This design comes from an exercise in tuning for small area, a short achievable clock period and few clock cycles on the open sky130 flow, not from production work. No run shown here included a check of the RTL's function; only the layout flow was run. No activity file was given, so power comes from the tool's default toggle rates.

==> flow/design.v <==
package datapathPkg;
    localparam int dataWidth   = 32;
    localparam int regCount    = 16;
    localparam int regIdxWidth = 4;
    localparam int opWidth     = 5;
    localparam int constWidth  = dataWidth - opWidth - 2 * regIdxWidth;   
    localparam int shiftWidth  = $clog2(dataWidth);                       
    localparam int mulSteps    = dataWidth / 2;
    localparam int mulCntWidth = $clog2(mulSteps);
    typedef struct packed {
        logic useA;        
        logic invB;        
        logic carryIn;     
        logic selSum;      
        logic selAnd;      
        logic selOr;       
        logic selNot;      
        logic selShift;    
        logic rotLeft;     
        logic maskRight;   
        logic maskLeft;    
        logic fillSign;    
        logic noShift;     
        logic mul;         
        logic mulSwap;     
    } aluCtrl;
    typedef struct packed {
        logic one;         
        logic two;         
        logic neg;         
    } boothDigit;
    localparam logic [opWidth-1:0] opAdd  = 5'b00010;
    localparam logic [opWidth-1:0] opSub  = 5'b00011;
    localparam logic [opWidth-1:0] opAnd  = 5'b00100;
    localparam logic [opWidth-1:0] opOr   = 5'b00101;
    localparam logic [opWidth-1:0] opShr  = 5'b00110;
    localparam logic [opWidth-1:0] opShra = 5'b00111;
    localparam logic [opWidth-1:0] opShl  = 5'b01000;
    localparam logic [opWidth-1:0] opRor  = 5'b01001;
    localparam logic [opWidth-1:0] opRol  = 5'b01010;
    localparam logic [opWidth-1:0] opMul  = 5'b01011;
    localparam logic [opWidth-1:0] opNeg  = 5'b01100;
    localparam logic [opWidth-1:0] opNot  = 5'b01101;
    typedef struct packed {
        logic [opWidth-1:0]                        opcode;
        logic [regIdxWidth-1:0]                    ra;
        logic [regIdxWidth-1:0]                    rb;
        logic [regIdxWidth-1:0]                    rc;
        logic [dataWidth-opWidth-3*regIdxWidth-1:0] unused;   
    } irRFormat;
    typedef struct packed {
        logic [opWidth-1:0]     opcode;
        logic [regIdxWidth-1:0] ra;
        logic [regIdxWidth-1:0] rb;
        logic [constWidth-1:0]  constant;    
    } irIFormat;
    typedef union packed {
        irRFormat rFormat;
        irIFormat iFormat;
    } irWord;
endpackage
`timescale 1ns/1ps
import datapathPkg::*;
module selectEncode (
    input  datapathPkg::irWord                    ir,
    input  logic                                  Gra,
    input  logic                                  Grb,
    input  logic                                  Grc,
    input  logic [datapathPkg::regCount-1:0]      raHot,    
    input  logic [datapathPkg::regCount-1:0]      rbHot,    
    input  logic [datapathPkg::regCount-1:0]      rcHot,
    input  logic                                  readEn,
    input  logic                                  BAout,
    output logic [datapathPkg::regCount-1:0]      readHot,
    output logic [datapathPkg::regIdxWidth-1:0]   selIdx,
    output logic [datapathPkg::dataWidth-1:0]     constExt
);
    logic                noGroup;
    logic                constSign;
    always_comb begin
        selIdx = '0;
        if (Gra) selIdx = selIdx | ir.rFormat.ra;
        if (Grb) selIdx = selIdx | ir.rFormat.rb;
        if (Grc) selIdx = selIdx | ir.rFormat.rc;
    end
    assign noGroup = !Gra && !Grb && !Grc;
    for (genvar i = 0; i < regCount; i++) begin : gHot
        if (i == 0) begin : gZero
            assign readHot[i] = readEn && !BAout &&
                                ((Gra && raHot[i]) || (Grb && rbHot[i]) ||
                                 (Grc && rcHot[i]) || noGroup);
        end else begin : gOther
            assign readHot[i] = readEn &&
                                ((Gra && raHot[i]) || (Grb && rbHot[i]) ||
                                 (Grc && rcHot[i]));
        end
    end
    assign constSign = ir.iFormat.constant[constWidth-1];
    assign constExt  = {{(dataWidth - constWidth){constSign}}, ir.iFormat.constant};
endmodule
`timescale 1ns/1ps
import datapathPkg::*;
module registerFile (
    input  logic                                  Clock,
    input  logic                                  rstN,
    input  logic                                  writeEn,
    input  logic [datapathPkg::regIdxWidth-1:0]   writeIdx,
    input  logic [datapathPkg::dataWidth-1:0]     writeData,    
    input  logic [datapathPkg::regCount-1:0]      readHot,
    output logic [datapathPkg::dataWidth-1:0]     readData
);
    logic [dataWidth-1:0] regs [regCount];
    for (genvar i = 0; i < regCount; i++) begin : gReg
        always_ff @(posedge Clock) begin
            if (!rstN || (writeEn && writeIdx == i)) begin
                regs[i] <= writeData;
            end
        end
    end
    always_comb begin
        readData = '0;
        for (int i = 0; i < regCount; i++) begin
            readData = readData | (regs[i] & {dataWidth{readHot[i]}});
        end
    end
endmodule
`timescale 1ns/1ps
import datapathPkg::*;
module aluDecode (
    input  logic [datapathPkg::opWidth-1:0]       aluOp,
    input  logic                                  incB,
    input  logic                                  loadA,    
    output datapathPkg::aluCtrl                   ctrl
);
    always_comb begin
        ctrl = '0;
        if (incB) begin
            ctrl.selSum  = 1'b1;    
            ctrl.carryIn = 1'b1;
        end else begin
            case (aluOp)
                opAdd:  begin ctrl.selSum = 1'b1; ctrl.useA = 1'b1; end
                opSub:  begin ctrl.selSum = 1'b1; ctrl.useA = 1'b1; ctrl.invB = 1'b1; ctrl.carryIn = 1'b1; end
                opNeg:  begin ctrl.selSum = 1'b1; ctrl.invB = 1'b1; ctrl.carryIn = 1'b1; end
                opAnd:  ctrl.selAnd = 1'b1;
                opOr:   ctrl.selOr  = 1'b1;
                opNot:  ctrl.selNot = 1'b1;
                opShr:  begin ctrl.selShift = 1'b1; ctrl.maskRight = 1'b1; end
                opShra: begin ctrl.selShift = 1'b1; ctrl.maskRight = 1'b1; ctrl.fillSign = 1'b1; end
                opShl:  begin ctrl.selShift = 1'b1; ctrl.rotLeft = 1'b1; ctrl.maskLeft = 1'b1; end
                opRor:  ctrl.selShift = 1'b1;
                opRol:  begin ctrl.selShift = 1'b1; ctrl.rotLeft = 1'b1; end
                opMul:  begin
                    ctrl.mul = 1'b1;
                    if (loadA) begin
                        ctrl.selShift = 1'b1; ctrl.noShift = 1'b1; ctrl.mulSwap = 1'b1;
                    end else begin
                        ctrl.selSum = 1'b1;    
                    end
                end
                default: ;
            endcase
        end
    end
endmodule
module boothEncode (
    input  logic                                  b1,
    input  logic                                  b0,
    input  logic                                  bm,
    output datapathPkg::boothDigit                digit
);
    assign digit.one = b0 ^ bm;
    assign digit.two = (b1 && !b0 && !bm) || (!b1 && b0 && bm);
    assign digit.neg = b1 && !(b0 && bm);
endmodule
module prefixAdder #(
    parameter int width = 32
) (
    input  logic [width-1:0] a,
    input  logic [width-1:0] b,
    input  logic             cin,
    output logic [width-1:0] sum
);
    localparam int levels = $clog2(width);
    logic [width-1:0] p, g;
    logic [width-1:0] gl [levels+1];
    logic [width-1:0] pl [levels+1];
    assign p = a ^ b;
    assign g = a & b;
    always_comb begin
        gl[0]    = g;
        pl[0]    = p;
        gl[0][0] = g[0] | (p[0] & cin);
        for (int l = 0; l < levels; l++) begin
            gl[l+1] = gl[l];
            pl[l+1] = pl[l];
            for (int i = 0; i < width; i++) begin
                if (((i >> l) & 1) == 1) begin
                    gl[l+1][i] = gl[l][i] | (pl[l][i] & gl[l][((i >> l) << l) - 1]);
                    pl[l+1][i] = pl[l][i] & pl[l][((i >> l) << l) - 1];
                end
            end
        end
    end
    assign sum = p ^ {gl[levels][width-2:0], cin};
endmodule
module aluUnit (
    input  logic [datapathPkg::dataWidth-1:0]     opA,
    input  logic [datapathPkg::dataWidth-1:0]     opB,
    input  datapathPkg::aluCtrl                   ctrl,
    output logic [datapathPkg::dataWidth-1:0]     lowWord,
    input  logic                                  mulOn,
    input  datapathPkg::boothDigit                digit,
    input  logic [datapathPkg::dataWidth-1:0]     hiIn,
    input  logic [datapathPkg::dataWidth-1:0]     loIn,
    output logic [datapathPkg::dataWidth-1:0]     hiOut,
    output logic [datapathPkg::dataWidth-1:0]     loOut
);
    localparam int sumWidth = dataWidth + 2;
    logic [shiftWidth-1:0] shAmt;
    logic [sumWidth-1:0]   mcand, row, addX, addW, sumWide;
    logic                  carry;
    logic [shiftWidth-1:0] rotAmt;
    logic [dataWidth-1:0]  rot [shiftWidth+1];
    logic [dataWidth-1:0]  maskR, maskL, keep, shiftRes;
    assign shAmt = opB[shiftWidth-1:0];    
    assign mcand = {{2{opA[dataWidth-1]}}, opA};
    assign row   = (({sumWidth{digit.one}} & mcand) | ({sumWidth{digit.two}} & (mcand << 1)))
                 ^ {sumWidth{digit.neg}};
    always_comb begin
        if (mulOn) begin
            addX  = {{2{hiIn[dataWidth-1]}}, hiIn};
            addW  = row;
            carry = digit.neg;
        end else begin
            addX  = ctrl.useA ? {2'b0, opA} : '0;
            addW  = {2'b0, ctrl.invB ? ~opB : opB};
            carry = ctrl.carryIn;
        end
    end
    prefixAdder #(.width(sumWidth)) uAdd (
        .a    (addX),
        .b    (addW),
        .cin  (carry),
        .sum  (sumWide)
    );
    assign hiOut   = sumWide[dataWidth+1:2];
    assign loOut   = {sumWide[1:0], loIn[dataWidth-1:2]};
    assign rotAmt = ctrl.noShift ? '0 : ctrl.rotLeft ? (~shAmt + 1'b1) : shAmt;
    assign rot[0] = opA;
    for (genvar k = 0; k < shiftWidth; k++) begin : gRot
        assign rot[k+1] = rotAmt[k] ? {rot[k][(1<<k)-1:0], rot[k][dataWidth-1:(1<<k)]} : rot[k];
    end
    assign maskR    = {dataWidth{1'b1}} >> shAmt;
    assign maskL    = {dataWidth{1'b1}} << shAmt;
    assign keep     = ctrl.maskRight ? maskR : ctrl.maskLeft ? maskL : {dataWidth{1'b1}};
    assign shiftRes = (rot[shiftWidth] & keep) | (~keep & {dataWidth{ctrl.fillSign && opA[dataWidth-1]}});
    assign lowWord = ({dataWidth{ctrl.selSum}}   & sumWide[dataWidth-1:0])
                   | ({dataWidth{ctrl.selAnd}}   & (opA & opB))
                   | ({dataWidth{ctrl.selOr}}    & (opA | opB))
                   | ({dataWidth{ctrl.selNot}}   & ~opB)
                   | ({dataWidth{ctrl.selShift}} & shiftRes);
endmodule
`timescale 1ns/1ps
import datapathPkg::*;
module busDatapath (
    input  logic                                  Clock,
    input  logic                                  rstN,
    input  logic                                  stepReq,
    output logic                                  stepAck,
    input  logic                                  PCout,
    input  logic                                  PCin,
    input  logic                                  IncPC,
    input  logic                                  MARin,
    input  logic                                  MDRin,
    input  logic                                  MDRout,
    input  logic                                  Read,
    input  logic                                  IRin,
    input  logic                                  Yin,
    input  logic                                  Zin,
    input  logic                                  Zhighout,
    input  logic                                  Zlowout,
    input  logic                                  HIin,
    input  logic                                  HIout,
    input  logic                                  LOin,
    input  logic                                  LOout,
    input  logic                                  Gra,
    input  logic                                  Grb,
    input  logic                                  Grc,
    input  logic                                  Rin,
    input  logic                                  Rout,
    input  logic                                  BAout,
    input  logic                                  Cout,
    input  logic [datapathPkg::opWidth-1:0]       aluOp,
    input  logic [datapathPkg::dataWidth-1:0]     memDataIn,
    output logic [datapathPkg::dataWidth-1:0]     memDataOut,
    output logic [datapathPkg::dataWidth-1:0]     memAddr
);
    logic                   stepEn;
    logic [dataWidth-1:0]   busData;
    logic [dataWidth-1:0]   pcReg;
    datapathPkg::irWord     irReg;
    datapathPkg::irWord     irNext;
    logic [regCount-1:0]    raHot, rbHot, rcHot;    
    logic [dataWidth-1:0]   marReg;
    logic [dataWidth-1:0]   mdrReg;
    logic [dataWidth-1:0]   yReg;
    logic [2*dataWidth-1:0] zReg;
    logic [dataWidth-1:0]   hiReg;
    logic [dataWidth-1:0]   loReg;
    logic [dataWidth-1:0]   busReg;
    logic                   pendPC, pendIR, pendY, pendZ, pendHI, pendLO, pendR;
    logic [regIdxWidth-1:0] pendIdx;
    datapathPkg::aluCtrl    stepCtrl;
    datapathPkg::aluCtrl    pendCtrl;
    logic                   zValid;      
    logic                   mulStart;
    logic                   mulBusy;
    logic                   mulLast;
    logic [mulCntWidth-1:0] mulCnt;
    datapathPkg::boothDigit mulDigit;
    datapathPkg::boothDigit firstDigit;
    datapathPkg::boothDigit nextDigit;
    logic ePC, eMDR, eZH, eZL, eHI, eLO, eR, eC;
    logic [regCount-1:0]    readHot;
    logic [regIdxWidth-1:0] selIdx;
    logic [dataWidth-1:0]   constExt;
    logic [dataWidth-1:0]   regData;
    logic [dataWidth-1:0]   writeData;
    logic [dataWidth-1:0]   aluLow;
    logic [dataWidth-1:0]   mulHi, mulLo;
    assign stepEn = stepReq && !stepAck && !mulBusy;
    always_ff @(posedge Clock) begin
        if (!rstN) begin
            stepAck <= 1'b0;
        end else if (stepEn) begin
            stepAck <= 1'b1;
        end else if (!stepReq) begin
            stepAck <= 1'b0;    
        end
    end
    assign ePC  = rstN && PCout;
    assign eMDR = rstN && MDRout;
    assign eZH  = rstN && zValid && Zhighout;
    assign eZL  = rstN && zValid && Zlowout;
    assign eHI  = rstN && HIout;
    assign eLO  = rstN && LOout;
    assign eR   = rstN && (Rout || BAout);
    assign eC   = rstN && Cout;
    selectEncode uSelect (
        .ir       (irReg),
        .Gra      (Gra),
        .Grb      (Grb),
        .Grc      (Grc),
        .raHot    (raHot),
        .rbHot    (rbHot),
        .rcHot    (rcHot),
        .readEn   (eR),
        .BAout    (BAout),
        .readHot  (readHot),
        .selIdx   (selIdx),
        .constExt (constExt)
    );
    assign writeData = busReg & {dataWidth{rstN}};
    registerFile uRegs (
        .Clock     (Clock),
        .rstN      (rstN),
        .writeEn   (pendR),
        .writeIdx  (pendIdx),
        .writeData (writeData),
        .readHot   (readHot),
        .readData  (regData)
    );
    assign busData = ({dataWidth{ePC}}  & pcReg)
                   | ({dataWidth{eMDR}} & mdrReg)
                   | ({dataWidth{eZH}}  & zReg[2*dataWidth-1:dataWidth])
                   | ({dataWidth{eZL}}  & zReg[dataWidth-1:0])
                   | ({dataWidth{eHI}}  & hiReg)
                   | ({dataWidth{eLO}}  & loReg)
                   | regData
                   | ({dataWidth{eC}}   & constExt);
    logic marLoad, mdrBus, mdrMem, mdrHold;
    assign marLoad = !rstN || (stepEn && MARin);
    assign mdrBus  = !rstN || (stepEn && MDRin && !Read);
    assign mdrMem  = rstN && stepEn && MDRin && Read;
    assign mdrHold = rstN && !(stepEn && MDRin);
    always_ff @(posedge Clock) begin
        marReg <= ({dataWidth{marLoad}} & busData) | ({dataWidth{!marLoad}} & marReg);
        mdrReg <= ({dataWidth{mdrBus}} & busData) | ({dataWidth{mdrMem}} & memDataIn)
                | ({dataWidth{mdrHold}} & mdrReg);
    end
    aluDecode uDecode (
        .aluOp (aluOp),
        .incB  (IncPC),
        .loadA (Yin),
        .ctrl  (stepCtrl)
    );
    always_ff @(posedge Clock) begin
        busReg   <= busData;
        pendPC   <= rstN && stepEn && PCin;
        pendIR   <= rstN && stepEn && IRin;
        pendY    <= rstN && stepEn && Yin;
        pendZ    <= rstN && stepEn && Zin;
        pendHI   <= rstN && stepEn && HIin;
        pendLO   <= rstN && stepEn && LOin;
        pendR    <= rstN && stepEn && Rin;
        pendIdx  <= selIdx;
        pendCtrl <= stepCtrl;
    end
    aluUnit uAlu (
        .opA     (yReg),
        .opB     (busReg),
        .ctrl    (pendCtrl),
        .lowWord (aluLow),
        .mulOn   (mulBusy),
        .digit   (mulDigit),
        .hiIn    (zReg[2*dataWidth-1:dataWidth]),
        .loIn    (zReg[dataWidth-1:0]),
        .hiOut   (mulHi),
        .loOut   (mulLo)
    );
    boothEncode uFirst (
        .b1    (pendCtrl.mulSwap ? yReg[1] : busReg[1]),
        .b0    (pendCtrl.mulSwap ? yReg[0] : busReg[0]),
        .bm    (1'b0),
        .digit (firstDigit)
    );
    boothEncode uNext (
        .b1    (zReg[3]),
        .b0    (zReg[2]),
        .bm    (zReg[1]),
        .digit (nextDigit)
    );
    assign mulStart = pendZ && pendCtrl.mul;
    assign mulLast  = mulBusy && mulCnt == '0;
    always_ff @(posedge Clock) begin
        if (!rstN) begin
            zValid <= 1'b0;
        end else if (pendZ) begin
            zValid <= 1'b1;
        end
    end
    always_ff @(posedge Clock) begin
        if (!rstN) begin
            mulBusy <= 1'b0;
        end else if (mulStart) begin
            mulBusy <= 1'b1;
        end else if (mulLast) begin
            mulBusy <= 1'b0;
        end
    end
    always_ff @(posedge Clock) begin
        if (mulStart) begin
            mulCnt   <= mulCntWidth'(mulSteps - 1);
            mulDigit <= firstDigit;
        end else begin
            mulCnt   <= mulCnt - 1'b1;
            mulDigit <= nextDigit;
        end
    end
    assign irNext = (!rstN || pendIR) ? writeData : irReg;
    always_ff @(posedge Clock) begin
        for (int i = 0; i < regCount; i++) begin
            raHot[i] <= (irNext.rFormat.ra == i);
            rbHot[i] <= (irNext.rFormat.rb == i);
            rcHot[i] <= (irNext.rFormat.rc == i);
        end
    end
    always_ff @(posedge Clock) begin
        if (!rstN || pendPC) pcReg <= writeData;
        irReg <= irNext;
        if (!rstN || pendHI) hiReg <= writeData;
        if (!rstN || pendLO) loReg <= writeData;
        if (!rstN || pendY) yReg <= writeData;
        if (pendZ || mulBusy) begin
            if (mulBusy) begin
                zReg <= {mulHi, mulLo};
            end else begin
                zReg <= {{dataWidth{1'b0}}, aluLow};
            end
        end
    end
    assign memDataOut = mdrReg;
    assign memAddr    = marReg;
endmodule
==> flow/flow/run.sh <==
#!/bin/bash
# The standard layout (standard.sh), with the extra make settings listed in
# flow/knobs.txt: the timing repair aims for extra setup slack, so that the
# tools keep shortening paths below the required period.
set -euo pipefail
cd "$(dirname "$0")/.."
args=()
while IFS= read -r line; do
    [[ -n "$line" && "$line" != \#* ]] && args+=("$line")
done < flow/knobs.txt
bash standard.sh "${args[@]}" finish > flow_make.log 2>&1
==> flow/flow/knobs.txt <==
SETUP_SLACK_MARGIN=9.0
CTS_ARGS=-sink_clustering_enable -repair_clock_nets -dont_use_dummy_load
==> flow/standard.sh <==
#!/bin/bash
# synth_recipe.tcl (not shown) runs the flow's synth.tcl, then flattens the netlist and writes it again
# the make line also repeats each setting of config.mk as NAME=value (left out here)
make -C /OpenROAD-flow-scripts/flow DESIGN_CONFIG=/design/flow/config.mk WORK_HOME=/design/flow/orfs CLKGATE_MAP_FILE= SYNTH_SCRIPT=/design/flow/synth_recipe.tcl "${@:-finish}"
==> flow/config.mk <==
export PLATFORM = sky130hd
export DESIGN_NAME = busDatapath
export DESIGN_NICKNAME = busDatapath
export VERILOG_FILES = /design/flow/design.v
export SDC_FILE = /design/flow/constraint.sdc
export NUM_CORES = 4
export LEC_CHECK = 0
export CAP_MARGIN = 20
export CORE_MARGIN = 2
export CORE_UTILIZATION = 40
export SLEW_MARGIN = 20
==> flow/constraint.sdc <==
create_clock -name core_clock -period 13.0 [get_ports {Clock}]
set_input_delay 2.6000 -clock core_clock [delete_from_list [all_inputs] [get_ports {Clock}]]
set_output_delay 2.6000 -clock core_clock [all_outputs]
set_load 0.01 [all_outputs]
==> flow_summary.json, run 1 <==
{
  "grt_pass1_vias": 27743,
  "syn_inst": 3004,
  "htreeDepth": 3,
  "drtIter0Drc": 4620,
  "synth_nets": 3112,
  "slew_headroom": 0.275,
  "drt_drc_violations_left": 0,
  "track_usage": 0.287,
  "rsz0062_at_grt": "yes",
  "cp.arrival_ns": 4.80,
  "power_density_mw_per_mm2": 151,
  "postSynthAreaPerCell_um2": 13.1,
  "drive_gt1_frac": 0.227,
  "fin_crit_ns": 4.36,
  "finalMaxSlewViolations": 0,
  "yosys_register_bits": 910,
  "endpoint_kind": "register",
  "n_antenna_cell": 0,
  "overflow": 0,
  "finalSetupViolCount": 0,
  "fillers": 8137,
  "path_class": "register to register",
  "fp.dieH_um": 318,
  "met3_usage": 0.0559,
  "cp.required_ns": 13.44,
  "fin_skew_ns": 0.107,
  "hold_violations": 0,
  "use_met1": 0.391,
  "synthArstFlopShare": 0,
  "pre_cts_ws_ns": 6.97,
  "nets": 3387,
  "synth_warnings": 10,
  "dr.pass1.iters": 8,
  "ir_worst_vdd_v": 0.000110,
  "met2_usage": 0.452,
  "timing.final.crit_share": 0.335,
  "synth_edf_count": 751,
  "ioPinCount": 128,
  "ant_nets": 0,
  "cts_tree": "yes",
  "netlist_area_mm2": 0.0394,
  "tightest_slew_ns": 1.09,
  "num_rows": 115,
  "grt_busiest_layer": "met2",
  "clkLatencyLatePin_ns": 0.67,
  "wl_um": 152000,
  "clockBufferDepth": 3,
  "hp-class": "register to register",
  "dieWidth_um": 318,
  "syn_to_final_growth_pct": 25.4,
  "clk_pin_slew_worst_paths_ns": 0.06,
  "portBuffers": 127,
  "cts_inserted_buffers": 94,
  "routedWlPerCell_um": 33.3,
  "postLayoutSetupSlackWorst_ns": 8.64,
  "dp_hpwl_um": 83500,
  "synth.distinct_cells": 74,
  "gp_congestion": 0.915,
  "placed_cells": 4274,
  "worstPathMaxFanout": 4,
  "antenna_found_initial": 7,
  "viasPerCell": 6.42,
  "cap_viol_max_count": 0,
  "cts_root_buffer": "clkbuf_16",
  "ys.flop_type": "edfxtp_1",
  "initial_utilization": 0.402,
  "num_vias": 29281,
  "coreArea_mm2": 0.0980,
  "die-area_mm2": 0.101,
  "fin_cells": 4564,
  "finalPower_mw": 7.47,
  "grt_max_degree": 76,
  "clock_sinks": 910,
  "run_status": "timing/DRC/antenna clean",
  "grt_pass1_wl_um": 209000,
  "p_leak_nw": 18.6,
  "max_freq_ghz": 0.229,
  "worstSetupStartpointType": "register",
  "yosysSeqAreaShare": 0.654,
  "finalSetupTns_ns": 0
}
==> cells by family after synthesis <==
kind of cell / synth area share
multiplexers: 0.0521
flip-flops: 0.654
buffers and inverters: 0.0307
adder cells (fa/ha/maj): 0.0158
AO/OA/AOI/OAI: 0.151
AND/OR/NAND/NOR: 0.0774
XOR/XNOR: 0.0196
==> power by group <==
group	switching [mW]	internal, mW	total, mW
logic	0.870	0.516	1.39
registers	0.235	3.56	3.79
clock network	1.03	1.26	2.29
total	2.14	5.33	7.47
==> sequential cells by signal, indices dropped and copies added, names as in the netlist, 4 cells and up, named ones only <==
signal	count
pendCtrl	14
busReg	32
mdrReg	32
hiReg	32
zReg	64
loReg	32
mulCnt	4
uRegs.regs	512
irReg	27
rcHot	16
yReg	32
pcReg	32
pendIdx	4
rbHot	16
raHot	16
==> what timing repair did <==
item / 4_1_cts / 5_1_grt
buffers inserted: 113 / 38
pin swaps: 163 / 141
hold buffers: 0 / 0
gates cloned: 37 / 8
endpoints found under the setup margin: 1201 / 211
gates resized for setup: 430 / 134
==> area by class of cell <==
cell class | instances | area [um^2] | share of cell area
clock buffer | 94 | 2350 | 0.0476
multi-input combinational | 1795 | 14300 | 0.289
inverter | 88 | 333 | 0.00674
timing repair buffer | 390 | 5040 | 0.102
tap | 1287 | 1610 | 0.0326
sequential | 910 | 25800 | 0.522
==> cell usage in the layout (no fill, tap or decap), drive strengths merged, types with 8 or more instances in the layout <==
cell type      count
nor2             149
clkdlybuf4s15      9
a31oi             13
nand4             21
a22oi            259
a222oi            70
and3              15
mux2               9
nand2            192
o211ai            16
fa                 8
a21o              23
nand2b            27
inv               87
a21oi            136
clkdlybuf4s50     49
ha                37
nor2b             21
or2               10
mux2i            188
o21ai            106
buf              265
xor2              70
a221oi            65
o22a               9
bufbuf             9
xnor2             18
dlygate4sd2       49
dfxtp            159
nand3             71
clkbuf           103
o31ai              9
o21a               9
nor3              49
a2bb2oi           11
edfxtp           751
a22o              43
and2              71
==> metrics by stage <==
step,hold WS (ns),cell area (um^2),utilization
3_3_place_gp,0.379,42800,0.436
5_1_grt,0.419,49400,0.504
6_report,0.400,49400,0.504
3_5_place_dp,0.391,42800,0.436
2_1_floorplan,0.371,40400,-
4_1_cts,0.400,48300,0.493
==> Yosys cell counts, drive strengths merged (8+ instances only) <==
library cell	instances	area, um^2
edfxtp	751	22600
a22oi	259	1940
nand2	192	721
mux2i	188	1910
clkbuf	171	642
dfxtp	159	3180
nor2	149	569
a21oi	136	681
o21ai	106	531
inv	87	327
nand3	71	355
a222oi	70	701
and2	70	438
xor2	70	613
a221oi	65	576
nor3	49	245
a22o	43	377
buf	41	236
ha	37	463
nand2b	27	176
a21o	23	173
nand4	21	131
nor2b	21	131
xnor2	18	158
o211ai	16	120
and3	15	93.8
a31oi	13	81.3
a2bb2oi	11	96.3
or2	10	62.6
mux2	9	101
o21a	9	67.6
o22a	9	78.8
o31ai	9	72.6
fa	8	160
==> critical path, stage by stage (launching register included) <==
cell and delay (ns):
edfxtp_1 0.55, buf_4 0.21, buf_6 0.12, a22oi_2 0.15, fa_2 0.22, inv_2 0.04, fa_2 0.35, a211o_1 0.31
a21oi_2 0.21, o211ai_1 0.15, buf_4 0.20, nand4_1 0.22, a21oi_2 0.10, or2_4 0.25, o211a_1 0.24, o21a_1 0.21
nor2_4 0.14, fa_1 0.40, nor2_1 0.10
==> metal layers <==
metal  vias up  part of all wire  wire [um]
li1      12197                 -          -
met4        10             0.048       7260
met2      1971              0.45      68800
met5         -           0.00043         66
met3       355              0.11      17400
met1     14748              0.39      58600
==> path summary, 6_finish.rpt <==
kind | start | to | slack, ns | depth (start not counted)
max | yReg[0] | zReg[62] | 8.64 | 18
min | mulCnt[0] | mulCnt[0] | 0.40 | 1
max reg2reg | yReg[0] | zReg[62] | 8.64 | 18
min reg2reg | mulCnt[0] | mulCnt[0] | 0.40 | 1
==> run 2: changes to the inputs <==
--- a/flow/design.v
+++ b/flow/design.v
@@ -175,33 +175,2 @@
 endmodule
-module prefixAdder #(
-    parameter int width = 32
-) (
-    input  logic [width-1:0] a,
-    input  logic [width-1:0] b,
-    input  logic             cin,
-    output logic [width-1:0] sum
-);
-    localparam int levels = $clog2(width);
-    logic [width-1:0] p, g;
-    logic [width-1:0] gl [levels+1];
-    logic [width-1:0] pl [levels+1];
-    assign p = a ^ b;
-    assign g = a & b;
-    always_comb begin
-        gl[0]    = g;
-        pl[0]    = p;
-        gl[0][0] = g[0] | (p[0] & cin);
-        for (int l = 0; l < levels; l++) begin
-            gl[l+1] = gl[l];
-            pl[l+1] = pl[l];
-            for (int i = 0; i < width; i++) begin
-                if (((i >> l) & 1) == 1) begin
-                    gl[l+1][i] = gl[l][i] | (pl[l][i] & gl[l][((i >> l) << l) - 1]);
-                    pl[l+1][i] = pl[l][i] & pl[l][((i >> l) << l) - 1];
-                end
-            end
-        end
-    end
-    assign sum = p ^ {gl[levels][width-2:0], cin};
-endmodule
 module aluUnit (
@@ -240,8 +209,3 @@
     end
-    prefixAdder #(.width(sumWidth)) uAdd (
-        .a    (addX),
-        .b    (addW),
-        .cin  (carry),
-        .sum  (sumWide)
-    );
+    assign sumWide = addX + addW + {{(sumWidth-1){1'b0}}, carry};
     assign hiOut   = sumWide[dataWidth+1:2];
==> run 2 against run 1 <==
Compared with the run above:
- final cell count rose by 4.3%
- hold slack gained 0.0027 ns
- clock skew fell by 0.044 ns
- area after synthesis rose by 2.7%
- sequential share of layout area fell by 0.85 points
- core utilization is 0.24 points lower
- maximum frequency is 4.6% higher
==> flow_summary.json, run 2 <==
{
  "final_common_cell": "edfxtp_1",
  "endpoint_kind": "register",
  "slew_headroom": 0.266,
  "dp_hpwl_um": 93000,
  "clock_sinks": 910,
  "syn_inst": 3225,
  "synthArstFlopShare": 0,
  "fin_skew_ns": 0.0637,
  "cp.arrival_ns": 4.54,
  "dieWidth_um": 322,
  "synth_edf_count": 751,
  "yosys_register_bits": 910,
  "synth_top_area_cell": "edfxtp_1",
  "drive_gt1_frac": 0.217,
  "dr.pass1.iters": 8,
  "rsz0062_at_grt": "yes",
  "finalSetupTns_ns": 0,
  "clockBufferDepth": 3,
  "synth_commonest_cells": "751 x edfxtp_1, 261 x a22oi_1, 240 x nand2_1",
  "nets": 3562,
  "largest_register": "uRegs.regs",
  "run_status": "timing/DRC/antenna clean",
  "hold_violations": 0,
  "largest_reg_flops": 512,
  "max_freq_ghz": 0.240,
  "num_rows": 116,
  "holdWs_ns": 0.403,
  "synth.distinct_cells": 77,
  "fp.dieH_um": 322,
  "cp.required_ns": 13.37,
  "clk_pin_slew_worst_paths_ns": 0.06,
  "fillers": 8415,
  "cap_viol_max_count": 0,
  "grt_pass1_vias": 29016,
  "worstPathMaxFanout": 32,
  "synth_nets": 3329,
  "portBuffers": 127,
  "initial_utilization": 0.404,
  "design_area_mm2": 0.0502,
  "clkLatencyLatePin_ns": 0.66,
  "ioPinCount": 128,
  "path_class": "primary input to register",
  "final_util": 0.502,
  "coreArea_mm2": 0.100,
  "overflow": 0,
  "power_density_mw_per_mm2": 150,
  "ant_nets": 0,
  "postSynthAreaPerCell_um2": 12.5,
  "fin_cells": 4758,
  "ys.flop_type": "edfxtp_1",
  "p_leak_nw": 18.8,
  "top_regs": "uRegs.regs (512), zReg (64)",
  "syn_to_final_growth_pct": 24.2,
  "viasPerCell": 6.48,
  "tightest_slew_ns": 1.10,
  "finalSetupViolCount": 0,
  "finalMaxSlewViolations": 0,
  "synth_warnings": 7,
  "yosysSeqAreaShare": 0.636,
  "htreeDepth": 3,
  "netlist_area_mm2": 0.0404,
  "timing.final.crit_share": 0.320,
  "drtIter0Drc": 4480,
  "ir_worst_vdd_v": 0.0000937,
  "fin_crit_ns": 4.17,
  "hp-class": "register to register",
  "synth.most_common_cell": "edfxtp_1",
  "placed_cells": 4472,
  "mostFrequentLayoutCells": "751 x edfxtp_1, 237 x nand2_1, 194 x a22oi_1",
  "synth_top_cell_area_share": 0.558,
  "antenna_found_initial": 7,
  "wl_um": 161000,
  "placed_area_mm2": 0.0438,
  "cts_inserted_buffers": 91,
  "grt_max_degree": 65,
  "hold_buffers": 0,
  "routedWlPerCell_um": 33.8,
  "num_vias": 30821,
  "worstSetupStartpointType": "primary input",
  "cts_root_buffer": "clkbuf_16",
  "ys_top_cells_by_area": "edfxtp_1 56%, dfxtp_1 7.9%, a22oi_1 4.8%, mux2i_1 3.2%, nand2_1 2.2%",
  "grt_pass1_wl_um": 221000,
  "die-area_mm2": 0.104,
  "gp_congestion": 1.01,
  "cts_tree": "yes",
  "drt_drc_violations_left": 0,
  "track_usage": 0.300
}
run 2: changes by cell type after synthesis, sizes merged, moves of 14 or more:
cell,before,now
mux2i,188,132
nand2,192,240
clkbuf,171,206
nand3,71,101
a21oi,136,164
a21o,23,44
mux2,9,30
o221ai,0,20
a221oi,65,51
nor2,149,163
run 2: area by class of cell:
cell class	count	area [um^2]	area share
clock buffers	91	2280	0.0453
multi-input cells	1984	15200	0.303
flip-flops and latches	910	25800	0.514
well taps	1298	1620	0.0323
inverters	80	300	0.00598
repair buffers	391	4970	0.0989
diodes	4	10.0	0.000199
run 2: cell families after synthesis:
family	after synthesis	share of synthesized area
adders and majority gates	41	0.0131
buffers and inverters	332	0.0323
DFF	910	0.636
muxes	168	0.0445
AOI/OAI and AO/OA	923	0.165
xor gates and xnor gates	95	0.0206
and+or+nand+nor	756	0.0883
run 2: power breakdown:
group	total, mW	leakage, nW	internal [mW]	switching [mW]
sequential	3.82	8.96	3.56	0.261
combinational	1.46	8.71	0.543	0.919
clock	2.24	1.12	1.22	1.02
run 2: per-stage QoR:
stage / total power [mW] / worst slack (ns)
final: 7.52 / 8.83
after global routing: 7.74 / 8.76
after global placement: 5.13 / 7.17
after detailed placement: 5.14 / 7.15
after CTS: 7.44 / 8.90
after floorplan: 4.53 / 8.64
run 2: final timing paths:
path | depth (start not counted) | from | slack [ns] | end
setup / recovery | 12 | rstN | 8.83 | register
hold / removal | 1 | mulCnt[0] | 0.40 | mulCnt[0]
setup reg to reg | 12 | mulBusy | 9.02 | zReg[26]
hold reg to reg | 1 | mulCnt[0] | 0.40 | mulCnt[0]
run 2: layer usage:
layer / up-vias / track usage / part of all wire
li1: 12948 / - / -
met1: 15490 / 0.388 / 0.38
met2: 1980 / 0.481 / 0.47
met3: 399 / 0.0597 / 0.10
met4: 4 / 0.153 / 0.056
met5: - / 0 / 0.00016
run 2: critical path: stages:
cell and delay [ns]:
buf_16 0.11, buf_4 0.13, o21ai_4 0.09, buf_12 0.14
buf_16 0.13, buf_4 0.12, nor3_4 0.04, buf_6 0.24
a21oi_2 0.30, nand3_2 0.12, nor3_4 0.34, inv_1 0.10
run 2: timing repair:
action | in CTS | in global routing
cloned | 39 | 6
buffers inserted | 104 | 42
pin swaps | 124 | 107
resized for setup | 451 | 107
setup endpoints to repair | 795 | 267

-- port drivers added, routing unchanged --
In the flow no input, the clock included, has a driving cell. The finished layouts below were timed again as built, in two steps.
Step 1: set_driving_cell puts a clkbuf_16 on Clock and a buf_2 on each other input, an assumption about the parent block.
Step 2 moves the port delays by t, midway between the first and last clock arrival at a register: inputs arrive t later, outputs are due t later. That takes back most of the time a late clock gives input paths.
Slacks: no drivers / after step 1 / after step 2; pairs: no drivers / after step 1.
| run | t (ns) | slack for setup (ns) | worst hold slack (ns) | clock arrival spread, ns | pins driven straight from the clock port |
|---|---|---|---|---|---|
| run 1 | 0.692 | 8.641 / 8.641 / 8.080 | 0.400 / 0.400 / 0.400 | 0.111 / 0.110 | 1 |
| run 2 | 0.701 | 8.834 / 8.764 / 8.063 | 0.403 / 0.403 / 0.403 | 0.064 / 0.064 | 1 |
After both steps setup and hold are still met in every run listed. The setup slack of run 2, which loses most, moves by -0.070 ns with the drivers and by -0.771 ns with both steps.
